Context: an optimization exercise on an open-source flow, tuned for small area and a short achievable clock period. The choices shown serve that exercise and are no tape-out recipe. Function was checked by simulation only, so behaviour that the tests miss may differ from the original. The flow treats the clock pin as an ideal source, which a real chip does not have. Power figures rest on the tool's default switching activity, not on a simulated workload.

north:
// fir_filter
module fir_filter (
   input  logic               clk,
   input  logic               rst,
   input  logic signed [15:0] inp,
   output logic signed [39:0] outp
);
For scale: ~1,100 cells after synthesis, ~58 I/O pins, ~0.014 mm² of cells after synthesis.
clock: 6.0 ns
lec_check: 0
cap_margin: 20
core_margin: 2
core_utilization: 55
cts_buf_list: sky130_fd_sc_hd__clkbuf_16
cts_cluster_diameter: 100
cts_cluster_size: 30
setup_slack_margin: 3.75
slew_margin: 20
standard.sh (not shown) runs the stock make flow with config.mk's settings and CLKGATE_MAP_FILE= SYNTH_SCRIPT=/design/flow/synth_recipe.tcl, a recipe that flattens the netlist after the stock synthesis.
==> flow/flow/run.sh <==
#!/bin/bash
# The standard layout with four changes:
#  - the netlist from the standard synthesis gets an inverter-removal pass
#    (flow/polarity.py) and has the full adders on carry-propagate paths split
#    into faster gates (flow/faconv.py), and its two carry-propagate adders
#    rebuilt as parallel-prefix adders (flow/cparebuild.py), and the last
#    level of its carry-save adders split into faster gates (flow/loopfa.py)
#    before floorplanning; registers and
#    ports are untouched, and the result is kept only if Yosys proves it
#    equivalent to the standard netlist
#  - the ports get plain buffers (buf_2) instead of delay cells
#  - timing repair may resize cells across footprints
#  - the clock tree loses its root buffer (flow/cts_flatten.tcl): the clock
#    port drives the middle-level clock buffers directly
set -e
R=orfs/results/sky130hd/fir_filter/base
VARS=(MATCH_CELL_FOOTPRINT=0 "BUFFER_PORTS_ARGS=-buffer_cell sky130_fd_sc_hd__buf_2")
bash standard.sh "${VARS[@]}" synth > synth.log 2>&1
cp $R/1_2_yosys.v before.v
python3 flow/polarity.py before.v pol.v 20000 > polarity.log 2>&1
python3 flow/faconv.py pol.v fa.v >> polarity.log 2>&1
python3 flow/cparebuild.py fa.v cpa.v >> polarity.log 2>&1
python3 flow/loopfa.py cpa.v after.v >> polarity.log 2>&1
# internal nets of the two netlists must not pair by name: the pass flips some
sed -E 's/\b(_[0-9]{4}_)/\1g/g; s/\b(_pol[0-9]{4}_)/\1g/g; s/\\(dsum|ysum|c23)\[/\\\1g[/g' after.v > after_renamed.v
sed "s#LIBFILE#$FLOW_HOME/platforms/sky130hd/lib/sky130_fd_sc_hd__tt_025C_1v80.lib#" flow/eq.ys > eq.ys
YOSYS=$(command -v yosys || echo /OpenROAD-flow-scripts/tools/install/yosys/bin/yosys)
if "$YOSYS" -q -l eq.log eq.ys > eq_stdout.log 2>&1; then
  echo "equivalence proven, using the pass" >> polarity.log
  cp after.v $R/1_2_yosys.v
  rm -f $R/1_synth.odb $R/1_synth.sdc
else
  echo "equivalence NOT proven, keeping the standard netlist" >> polarity.log
fi
bash standard.sh "${VARS[@]}" cts > cts.log 2>&1
ODB=$R/4_cts.odb openroad -no_init -exit flow/cts_flatten.tcl > cts_flatten.log 2>&1
bash standard.sh "${VARS[@]}" finish > standard.log 2>&1
Other scripts of this flow, unchanged in this note and not shown: flow/flow/cparebuild.py, flow/flow/cts_flatten.tcl, flow/flow/eq.ys, flow/flow/faconv.py, flow/flow/loopfa.py, flow/flow/polarity.py
north did not stop at any stage, and its layout met the timing, design-rule and antenna checks.
For south, these inputs were changed with respect to north:
Settings: changing CTS_CLUSTER_DIAMETER from 100 to 70; changing SETUP_SLACK_MARGIN from 3.75 to 3.85; changing CTS_CLUSTER_SIZE from 30 to 20.
Internal portion of total power delta (south − north): unfavourable
Of north and south, the run reporting the lower multi-input gate share of the layout cell area was south.
Post-synthesis to final-layout area growth (south over north): increase, 2.1 points
Each of the runs, namely north and south, reached the end of the flow and came out clean.
Delta (south minus north): final worst setup slack moved up; power after layout moved up; maximum achievable frequency moved up.
On routed wire length, south does better than north.
Changes observed in south relative to north: total CTS buffers climbed 8; average vias per placed instance rose by 0.38%.
Here is what was changed in the inputs of east compared with south.
Settings: changing CTS_CLUSTER_SIZE from 20 to 30; changing SETUP_SLACK_MARGIN from 3.85 to 4.1; changing CTS_CLUSTER_DIAMETER from 70 to 100.
Results
| height of the die | east vs south | ≈ equal |
| relative contribution of combinational cells to total power | higher: east |
Taking south as the reference, in east pin count of the biggest net entering global routing has decreased, count of non-CTS buffers in the layout has increased, total area of multi-input combinational cells has increased.
From south to east the numbers moved as follows: clock network fraction of design power fell 4.9 points; insertion delay of the later-clocked pin in the worst-skew pair fell 0.04 ns; number of nets at the end of the flow rose 35.
Power group with the highest consumption = combinational cells: east; power group with the highest consumption = registers: south
Setup changes, east to west
Settings: SETUP_SLACK_MARGIN changed from 4.1 to 3.85.
### Flow results
Amount of wire on met2 after detailed routing in west is about 7% lower than in east. Cmp west vs east: count of fill cells added during filler insertion higher in west. Delta (west minus east): worst setup skew after layout up 0.0078 ns, fraction of standard cell area that is sequential up 1.8 points, power share of the sequential group up 2.7 points. Relative to east, the first-pass GRT wire length measured on west has decreased by a few percent. Summary: with east as the reference, switching component of the power in west moved down by a little under 10%. west gives less post-place setup slack than east did. From west to east, CTS sink count did not move at all. Design area of west falls short of that of east by a few percent. Taking west over east, the total design power ratio works out to 0.917. ysg2 as the beginning of the critical path was reported by west, and ysg by east.
The inputs of middle differ from those of west as listed below.
Settings: CORE_UTILIZATION changed from 55 to 50.
Findings:
- Delta (middle minus west): die boundary height went up by 4.8%, share of total power in sequential cells went up by 0.3 points.
- Higher worst setup slack was reported by west, not middle.
- Compared with west, middle degrades clock period minus worst slack.
- Share of the cycle needed by the critical path after routing: middle vs west up 0.18 points
- Between middle and west, post-detailed-route wirelength per cell is lower for west, middle comes in above that.
- Power | middle below west
- ~same post-layout instance area in middle and west
- Against west, wire length after detailed routing in middle came out worse.
- Combinational power of west is on par with middle.
- middle vs west: core occupancy in the finished layout down

-- separate check: timing with driven ports --
How much do the figures lean on ideal ports? The routed layouts below were timed once more, with nothing changed but the port constraints. Step 1 sets driving cells, clkbuf_16 on the clock port and buf_2 on the other inputs (assumed; they add their load-dependent delay and slew). Step 2 also shifts input and output timing later by t, the mid clock arrival at the registers, as if the neighbouring blocks saw the same clock. Slacks: no drivers / after step 1 / after step 2; pairs: no drivers / after step 1.
run | t (ns) | slack for setup (ns) | worst slew at a driven data input, ns
north | 0.446 | 3.872 / 3.855 / 3.540 | 0.03
south | 0.458 | 3.912 / 3.853 / 3.536 | 0.03
east | 0.438 | 3.912 / 3.847 / 3.682 | 0.08
west | 0.428 | 3.923 / 3.865 / 3.680 | 0.04
middle | 0.444 | 3.912 / 3.850 / 3.549 | 0.04
After both steps setup and hold are still met in every run listed. The setup slack of south, which loses most, moves by -0.059 ns with the drivers and by -0.376 ns with both steps.
